What follows belongs to an exercise in optimizing a design on an open flow for small area and a short achievable clock period; a production flow would make more cautious choices.
The RTL was checked by simulation tests, not by an equivalence proof against the original design.
No activity file was given, so power comes from the tool's default toggle rates.

## flow/config.mk

```make
export PLATFORM = sky130hd
export DESIGN_NAME = maze_video_top
export DESIGN_NICKNAME = maze_video_top
export VERILOG_FILES = /design/flow/design.v
export SDC_FILE = /design/flow/constraint.sdc
export NUM_CORES = 4
export LEC_CHECK = 0
export CAP_MARGIN = 20
export CORE_MARGIN = 2
export CORE_UTILIZATION = 40
export SLEW_MARGIN = 20
```

## flow/constraint.sdc

```tcl
create_clock -name core_clock -period 5.0 [get_ports {clk}]
set_input_delay 1.0000 -clock core_clock [delete_from_list [all_inputs] [get_ports {clk}]]
set_output_delay 1.0000 -clock core_clock [all_outputs]
set_load 0.01 [all_outputs]
```

## flow/design.v

```verilog
module raster_timing (
  input  logic       clk,
  input  logic       reset,
  output logic [7:0] sx,
  output logic [8:0] sy,
  output logic       active,
  output logic       frame_start,
  output logic       first,
  output logic [7:0] pixel_x,
  output logic [8:0] pixel_y
);
  localparam logic [8:0] SY_LAST = 9'(300 - 1);
  localparam logic [7:0] SX_ACT = 8'(224);
  localparam logic [8:0] SY_ACT = 9'(288);
  logic line_end;
  assign sx = pixel_x + {7'd0, !first};
  assign line_end = (&pixel_x) && !first;
  always_comb begin
    if (!line_end)             sy = pixel_y;
    else if (pixel_y == SY_LAST) sy = '0;
    else                       sy = pixel_y + 1'b1;
  end
  always_ff @(posedge clk) begin
    if (reset) begin
      pixel_x <= '0;
      pixel_y <= '0;
    end else begin
      pixel_x <= sx;
      pixel_y <= sy;
    end
  end
  always_ff @(posedge clk) begin
    first <= reset;
  end
  assign active = (sx < SX_ACT) && (sy < SY_ACT);
  assign frame_start = first || (line_end && (pixel_y == SY_LAST));
endmodule
module sprite_regs (
  input  logic                      clk,
  input  logic                      reset,
  input  logic [8-1:0]    awaddr,
  input  logic                      awvalid,
  output logic                      awready,
  input  logic [32-1:0]    wdata,
  input  logic [32/8-1:0]  wstrb,
  input  logic                      wvalid,
  output logic                      wready,
  output logic [1:0]                bresp,
  output logic                      bvalid,
  input  logic                      bready,
  input  logic [8-1:0]    araddr,
  input  logic                      arvalid,
  output logic                      arready,
  output logic [32-1:0]    rdata,
  output logic [1:0]                rresp,
  output logic                      rvalid,
  input  logic                      rready,
  input  logic                      frame_start,
  output logic [4*8-1:0] scene_pos_x,
  output logic [4*9-1:0] scene_pos_y,
  output logic [4*12-1:0] scene_color,
  output logic [11:0]               scene_bg
);
  localparam logic [1:0] RESP_OKAY   = 2'b00;
  localparam logic [1:0] RESP_SLVERR = 2'b10;
  logic [3:0]  ctrl_q;
  logic [3:0][8:0]  pos_x_q;
  logic [3:0][8:0]  pos_y_q;
  logic [3:0][11:0] color_q;
  logic [11:0] bg_q;
  logic       wr_ctrl, wr_bg, wr_valid;
  logic [3:0] wr_pos, wr_color;
  logic       rd_ctrl, rd_bg, rd_valid;
  logic [3:0] rd_pos, rd_color;
  always_comb begin
    wr_ctrl = (awaddr == 8'h00);
    wr_bg = (awaddr == 8'h24);
    rd_ctrl = (araddr == 8'h00);
    rd_bg = (araddr == 8'h24);
    for (int i = 0; i < 4; i++) begin
      wr_pos[i] = (awaddr == 8'h04 + 8'(4 * i));
      wr_color[i] = (awaddr == 8'h14 + 8'(4 * i));
      rd_pos[i] = (araddr == 8'h04 + 8'(4 * i));
      rd_color[i] = (araddr == 8'h14 + 8'(4 * i));
    end
    wr_valid = wr_ctrl || wr_bg || (|wr_pos) || (|wr_color);
    rd_valid = rd_ctrl || rd_bg || (|rd_pos) || (|rd_color);
  end
  logic wr_fire;
  assign wr_fire = awvalid && awready && wvalid;
  always_ff @(posedge clk) begin
    if (reset) begin
      awready <= 1'b0;
      bvalid <= 1'b0;
    end else begin
      awready <= awvalid && wvalid && !awready && !bvalid;
      bvalid <= wr_fire || (bvalid && !bready);
    end
  end
  assign wready = awready;
  always_ff @(posedge clk) begin
    if (!bvalid) bresp <= wr_valid ? RESP_OKAY : RESP_SLVERR;
  end
  always_ff @(posedge clk) begin
    if (reset) begin
      ctrl_q <= '0;
      bg_q <= '0;
      for (int i = 0; i < 4; i++) begin
        pos_x_q[i] <= '0;
        pos_y_q[i] <= '0;
        color_q[i] <= '0;
      end
    end else if (wr_fire) begin
      if (wr_ctrl && wstrb[0]) ctrl_q <= wdata[3:0];
      if (wr_bg && wstrb[0]) bg_q[7:0] <= wdata[7:0];
      if (wr_bg && wstrb[1]) bg_q[11:8] <= wdata[11:8];
      for (int i = 0; i < 4; i++) begin
        if (wr_pos[i] && wstrb[0]) pos_x_q[i][7:0] <= wdata[7:0];
        if (wr_pos[i] && wstrb[1]) pos_x_q[i][8] <= wdata[8];
        if (wr_pos[i] && wstrb[2]) pos_y_q[i][7:0] <= wdata[23:16];
        if (wr_pos[i] && wstrb[3]) pos_y_q[i][8] <= wdata[24];
        if (wr_color[i] && wstrb[0]) color_q[i][7:0] <= wdata[7:0];
        if (wr_color[i] && wstrb[1]) color_q[i][11:8] <= wdata[11:8];
      end
    end
  end
  logic [32-1:0] rd_word;
  always_comb begin
    rd_word = '0;
    if (rd_ctrl) rd_word[3:0] = ctrl_q;
    if (rd_bg) rd_word[11:0] = bg_q;
    for (int i = 0; i < 4; i++) begin
      if (rd_pos[i]) rd_word = {7'd0, pos_y_q[i], 7'd0, pos_x_q[i]};
      if (rd_color[i]) rd_word[11:0] = color_q[i];
    end
  end
  logic rd_fire;
  assign rd_fire = arvalid && arready;
  always_ff @(posedge clk) begin
    if (reset) begin
      arready <= 1'b0;
      rvalid <= 1'b0;
    end else begin
      arready <= arvalid && !arready && !rvalid;
      rvalid <= rd_fire || (rvalid && !rready);
    end
  end
  always_ff @(posedge clk) begin
    if (!rvalid) begin
      rdata <= rd_word;
      rresp <= rd_valid ? RESP_OKAY : RESP_SLVERR;
    end
  end
  always_ff @(posedge clk) begin
    if (frame_start) begin
      for (int i = 0; i < 4; i++) begin
        scene_pos_x[8*i +: 8] <= pos_x_q[i][7:0] |
                                 {{3{pos_x_q[i][8] || !ctrl_q[i]}}, 5'd0};
        scene_pos_y[9*i +: 9] <= pos_y_q[i];
        scene_color[12*i +: 12] <= color_q[i];
      end
      scene_bg <= bg_q;
    end
  end
endmodule
module enemy_sprite (
  input  logic                       clk,
  input  logic                       reset,
  input  logic [7:0]                 sx,
  input  logic [8:0]                 sy,
  input  logic                       active,
  input  logic                       first,
  input  logic [4*8-1:0]  scene_pos_x,
  input  logic [4*9-1:0]  scene_pos_y,
  input  logic [4*12-1:0] scene_color,
  input  logic [11:0]                scene_bg,
  output logic [11:0]                rgb,
  output logic                       de
);
  logic [4-1:0] hit;
  logic [11:0]             pix_color;
  function automatic logic [7:0] ghost_row(input logic [2:0] r);
    case (r)
      3'd0: ghost_row = 8'b0011_1100;
      3'd1: ghost_row = 8'b0111_1110;
      3'd2: ghost_row = 8'b1101_1011;
      3'd3: ghost_row = 8'b1101_1011;
      3'd4: ghost_row = 8'b1111_1111;
      3'd5: ghost_row = 8'b1111_1111;
      3'd6: ghost_row = 8'b1111_1111;
      default: ghost_row = 8'b1101_1011;
    endcase
  endfunction
  always_comb begin
    logic [8:0] dx;
    logic [9:0] dy;
    logic [7:0] row_bits;
    for (int i = 0; i < 4; i++) begin
      dx = {1'b0, sx} - {1'b0, scene_pos_x[8*i +: 8]};
      dy = {1'b0, sy} - {1'b0, scene_pos_y[9*i +: 9]};
      row_bits = ghost_row(dy[2:0]);
      hit[i] = (dx[8:3] == '0) && (dy[9:3] == '0) && row_bits[3'd7 - dx[2:0]];
    end
  end
  always_comb begin
    if (hit[0])      pix_color = scene_color[11:0];
    else if (hit[1]) pix_color = scene_color[23:12];
    else if (hit[2]) pix_color = scene_color[35:24];
    else if (hit[3]) pix_color = scene_color[47:36];
    else             pix_color = scene_bg;
  end
  always_ff @(posedge clk) begin
    if (reset || first || !active) rgb <= '0;
    else                           rgb <= pix_color;
  end
  always_ff @(posedge clk) begin
    if (reset) de <= 1'b0;
    else       de <= active;
  end
endmodule
module maze_video_top (
  input  logic                     clk,
  input  logic                     reset,
  input  logic [8-1:0]   awaddr,
  input  logic                     awvalid,
  output logic                     awready,
  input  logic [32-1:0]   wdata,
  input  logic [32/8-1:0] wstrb,
  input  logic                     wvalid,
  output logic                     wready,
  output logic [1:0]               bresp,
  output logic                     bvalid,
  input  logic                     bready,
  input  logic [8-1:0]   araddr,
  input  logic                     arvalid,
  output logic                     arready,
  output logic [32-1:0]   rdata,
  output logic [1:0]               rresp,
  output logic                     rvalid,
  input  logic                     rready,
  output logic [11:0]              rgb,
  output logic [7:0]               pixel_x,
  output logic [8:0]               pixel_y,
  output logic                     de
);
  logic [7:0] sx;
  logic [8:0] sy;
  logic       active;
  logic       frame_start;
  logic       first;
  logic [4*8-1:0]  scene_pos_x;
  logic [4*9-1:0]  scene_pos_y;
  logic [4*12-1:0] scene_color;
  logic [11:0]                scene_bg;
  raster_timing u_timing (
    .clk         (clk),
    .reset       (reset),
    .sx          (sx),
    .sy          (sy),
    .active      (active),
    .frame_start (frame_start),
    .first       (first),
    .pixel_x     (pixel_x),
    .pixel_y     (pixel_y)
  );
  sprite_regs u_regs (
    .clk          (clk),
    .reset        (reset),
    .awaddr       (awaddr),
    .awvalid      (awvalid),
    .awready      (awready),
    .wdata        (wdata),
    .wstrb        (wstrb),
    .wvalid       (wvalid),
    .wready       (wready),
    .bresp        (bresp),
    .bvalid       (bvalid),
    .bready       (bready),
    .araddr       (araddr),
    .arvalid      (arvalid),
    .arready      (arready),
    .rdata        (rdata),
    .rresp        (rresp),
    .rvalid       (rvalid),
    .rready       (rready),
    .frame_start  (frame_start),
    .scene_pos_x  (scene_pos_x),
    .scene_pos_y  (scene_pos_y),
    .scene_color  (scene_color),
    .scene_bg     (scene_bg)
  );
  enemy_sprite u_sprite (
    .clk          (clk),
    .reset        (reset),
    .sx           (sx),
    .sy           (sy),
    .active       (active),
    .first        (first),
    .scene_pos_x  (scene_pos_x),
    .scene_pos_y  (scene_pos_y),
    .scene_color  (scene_color),
    .scene_bg     (scene_bg),
    .rgb          (rgb),
    .de           (de)
  );
endmodule
```

## flow/run.sh

```bash
#!/bin/bash
# synth_recipe.tcl (not shown) runs the flow's synth.tcl, then flattens the netlist and writes it again
# the make line also repeats each setting of config.mk as NAME=value (left out here)
make -C /OpenROAD-flow-scripts/flow DESIGN_CONFIG=/design/flow/config.mk WORK_HOME=/design/flow/orfs CLKGATE_MAP_FILE= SYNTH_SCRIPT=/design/flow/synth_recipe.tcl finish
```

==> metrics.md <==
| Metric | Value |
|---|---|
| Status | finished clean |
| I/O Pins | 130 |
| DRT iter0 DRCs | ~830 |
| Setup TNS | 0 ns |
| Most common cell after layout, fill and taps aside | nor2_1 |
| DRT Pass-1 Iters | 5 |
| Fin. Hold Viols | 0 |
| Initial Util | 40.7% |
| Gr usage total | 21.2% |
| CP endpoint kind | register |
| Root Buffer | clkbuf_16 |
| Initial antenna violation count | 1 |
| Tmin final | 4.63 ns |
| Buffers added on ports | 105 |
| CP Class | register to register |
| Startpoint types | register |
| Seq cells post-synth | 322 |
| Reg2Reg Setup Slack | 0.37 ns |
| PnR worst setup slack | roughly 0.37 ns |
| Die ar. | ~0.041 mm^2 |
| Comb pwr share | 7.1% |
| EDFF count, synth | approximately 150 |
| Diode count | 0 |
| Most frequent cells in the layout | nor2_1, dfxtp_1, edfxtp_1 |
| Layout Skew | 0.0168 ns |
| Slew Limit Fails | 0 |
| First-pass GRT wire length | approximately 67,000 um |
| Slew headroom | 31.9% |
| Ys Warns | 3 |
| Post-synth cell types | 76 |
| Switching part of the total power | 22.7% |
| Largest net degree at the start of global routing | 123 |
| Sequential share of the synthesized area | 50.4% |
| Clock-pin slew on the worst setup and hold paths | 0.06 ns |
| Die Ht | 203 um |
| Post-Place Worst Slack | 0.345 ns |
| Vias per cell | 5.51 |
| Lkg Pwr | between 7 and 8 nW |
| Switching power total | 1.36 mW |
| Max-Cap Viols | 0 |
| Clock latency (worst-skew pair) | 0.53 ns |
| Routed WL | roughly 44,000 um |
| Pint | 4.63 mW |
| Synth-to-Final Area Change | 18.6% |
| Gpl congestion | roughly 0.88 |
| Via count | 12,000 |
| Fmax | 216 MHz |
| CTS tree | done |
| WP data required | 5.40 ns |
| PwrDens | 320 mW/mm^2 |
| Die W | 203 um |
| # rows | 72 |
| Overflow after GRT | 0 |
| Setup-failing EPs final | 0 |
| Vias in the first global route | 11,500 |
| Clk sinks | between 300 and 400 |
| H-tree depth | 2 |
| Measured slew at the worst slew-check pin | approximately 1 ns |
| Core footprint | 0.0388 mm^2 |
| Asr flop ratio synth | 0% |
| Post-route ant nets | 0 |
| WL per Instance | between 20 and 25 um |
| Fillers | approximately 3,500 |
| Synth Flop Type | dfxtp_1 |
| Layout cell share with drive strength beyond 1 | 6.98% |
| Hold Path Class | register to register |
| Hpwl dp | around 31,000 um |
| Total power | 5.99 mW |
| Max FO, Critical Path | 13 |
| Synthesized area | 0.0158 mm^2 |
| Crit path DAT | 5.03 ns |
| Post-CTS Hold Buffers | 0 |
| Cells after synthesis | roughly 1,500 |
| Fin nets | 1,772 |
| Post-CTS Setup Inserts | 0 |
| RSZ-0062 raised after global routing | false |
| Syn_area_per_cell | 10.4 um^2 |
| Sequential Area | 0.00796 mm^2 |
| Clock buffer depth | 3 |
| Final period utilization | 92.7% |
| Multi-input logic area | a little over 0.007 mm^2 |
| Sequential power share | 47.0% |
| DR DRC count | 0 |
| TritonCTS buffer count | 36 |
| Clock power share | a little under half |
| Peak supply drop | slightly below 0.0002 V |
## kinds of logic after synthesis
logic type               after synthesis  synth area share (%)
AND/OR/NAND/NOR                      530                  16.6
flip-flops                           322                  50.4
AO/OA/AOI/OAI                        254                  10.9
buffers and inverters                154                  4.07
multiplexers                         145                  9.27
adder cells (fa/ha/maj)               79                  6.64
XOR/XNOR                              33                  2.02
other                                  1                0.0238
## final cells by class
cell class,count,share of cell area [%]
repair buffers,138,7.03
flip-flops and latches,322,42.5
clock buffers,46,5.23
inverters,82,1.64
well taps,518,3.46
clock inverters,20,1.27
multi-input cells,1054,38.8
## synthesized netlist by cell type, types with 6 or more instances
| library cell | number | area share (%) |
|---|---|---|
| a211oi_1 | 7 | 0.33 |
| nand4_1 | 16 | 0.63 |
| and4_1 | 7 | 0.39 |
| nand3_1 | 72 | 2.3 |
| mux2i_1 | 135 | 8.6 |
| and3_1 | 12 | 0.48 |
| and2_1 | 13 | 0.52 |
| a21o_1 | 8 | 0.38 |
| nor3b_1 | 14 | 0.67 |
| nand2_1 | 89 | 2.1 |
| o22ai_1 | 7 | 0.28 |
| o211ai_1 | 13 | 0.62 |
| buf_4 | 15 | 0.71 |
| o21ai_0 | 39 | 1.2 |
| a22oi_1 | 12 | 0.57 |
| a31oi_1 | 8 | 0.32 |
| a221oi_1 | 20 | 1.1 |
| a21oi_1 | 69 | 2.2 |
| fa_1 | 8 | 1.0 |
| ha_1 | 71 | 5.6 |
| a32oi_1 | 6 | 0.33 |
| nand2b_1 | 32 | 1.3 |
| inv_1 | 82 | 1.9 |
| or3_1 | 6 | 0.24 |
| mux2_2 | 10 | 0.71 |
| nor4_1 | 10 | 0.40 |
| dfxtp_1 | 171 | 22 |
| clkbuf_1 | 52 | 1.2 |
| nor2_1 | 186 | 4.4 |
| or2_2 | 7 | 0.28 |
| nor2b_1 | 25 | 0.99 |
| edfxtp_1 | 151 | 29 |
| xnor2_1 | 12 | 0.67 |
| xor2_1 | 19 | 1.1 |
| nor3_1 | 15 | 0.48 |
## power by group through the flow
| stage | Sequential (mW) | Clock, mW | Combinational [mW] |
|---|---|---|---|
| 2_1_floorplan | 2.88 | 0 | 0.267 |
| 3_3_place_gp | 2.87 | 0 | 0.414 |
| 3_5_place_dp | 2.87 | 0 | 0.425 |
| 4_1_cts | 2.81 | 2.79 | 0.428 |
| 5_1_grt | 2.82 | 2.90 | 0.465 |
| 6_report | 2.81 | 2.75 | 0.428 |
## through the flow
stage	utilization, %	instance area (um^2)	std cells	hold WS [ns]
final	48.2	18700	2180	0.446
after global placement	45.1	17500	2114	0.438
after detailed placement	45.1	17500	2114	0.442
after CTS	48.2	18700	2180	0.455
after floorplan	-	15800	1530	0.424
after global routing	48.2	18700	2180	0.470
## metal layers
metal / vias up / track usage [%] / part of all wire (%)
met5: - / 0 / 0
met4: 0 / 6.26 / 2.5
met3: 68 / 3.18 / 5.4
met2: 304 / 34.1 / 46
met1: 5879 / 29.5 / 46
li1: 5752 / - / -
## registers in the layout (all words and copies together) (netlist names), 4 cells and up
signal / cells
u_regs.scene_bg: 12
u_regs.scene_color: 48
u_regs.pos_y_q: 36
u_timing.pixel_y: 9
u_regs.bg_q: 12
u_regs.scene_pos_y: 36
u_timing.pixel_x: 8
u_regs.scene_pos_x: 32
u_regs.pos_x_q: 36
u_regs.ctrl_q: 4
u_regs.rdata: 21
u_sprite.rgb: 12
u_regs.color_q: 48
## path summary, 6_finish.rpt
check / cells after the start / from / to
setup / recovery: 14 / u_timing.pixel_x[2] / u_sprite.rgb[10]
hold / removal: 0 / u_regs.pos_x_q[31] / u_regs.scene_pos_x[28]
setup reg to reg: 14 / u_timing.pixel_x[2] / u_sprite.rgb[10]
hold reg to reg: 0 / u_regs.pos_x_q[31] / u_regs.scene_pos_x[28]
## worst max-delay path, stage by stage (launching register included)
cell and delay, ns:
dfxtp_1 0.42, and4_1 0.33, and3_1 0.36, nand4_1 0.16, xnor2_1 0.71, ha_1 0.43
a21oi_1 0.15, a2bb2oi_1 0.27, nor3b_1 0.24, o2111ai_1 0.12, or4_4 0.57, and3b_4 0.31
nand2b_1 0.15, buf_12 0.16, o211ai_1 0.12
## timing repair
item                       in CTS  in global routing
resized for setup               0                  1
hold endpoints to repair        0                  0
setup endpoints to repair       0                  1

## what the ideal ports hide
The flow's constraints put no driver on any port. The routed layout listed below was extracted and timed again, unchanged, in two steps.
Step 1 sets driving cells, clkbuf_16 on the clock port and buf_2 on the other inputs (assumed; they add their load-dependent delay and slew).
Step 2 adds t to the input delays and takes it off the output delays; t is the mean of the earliest and latest rising clock arrival at the registers after step 1. Input paths then give back, and output paths get back, about the clock's delay inside the block.
Slacks: ideal / step 1 / step 2; pairs: ideal / step 1.
t (ns): 0.579
slack for setup (ns): 0.366 / 0.366 / 0.366
hold slack, ns: 0.446 / 0.446 / 0.446
latest minus earliest clock arrival (ns): 0.018 / 0.018
worst register clock-pin slew, ns: 0.06 / 0.06
After both steps setup and hold are still met in this run. The setup slack of this run moves by 0.000 ns with the drivers and by 0.000 ns with both steps.
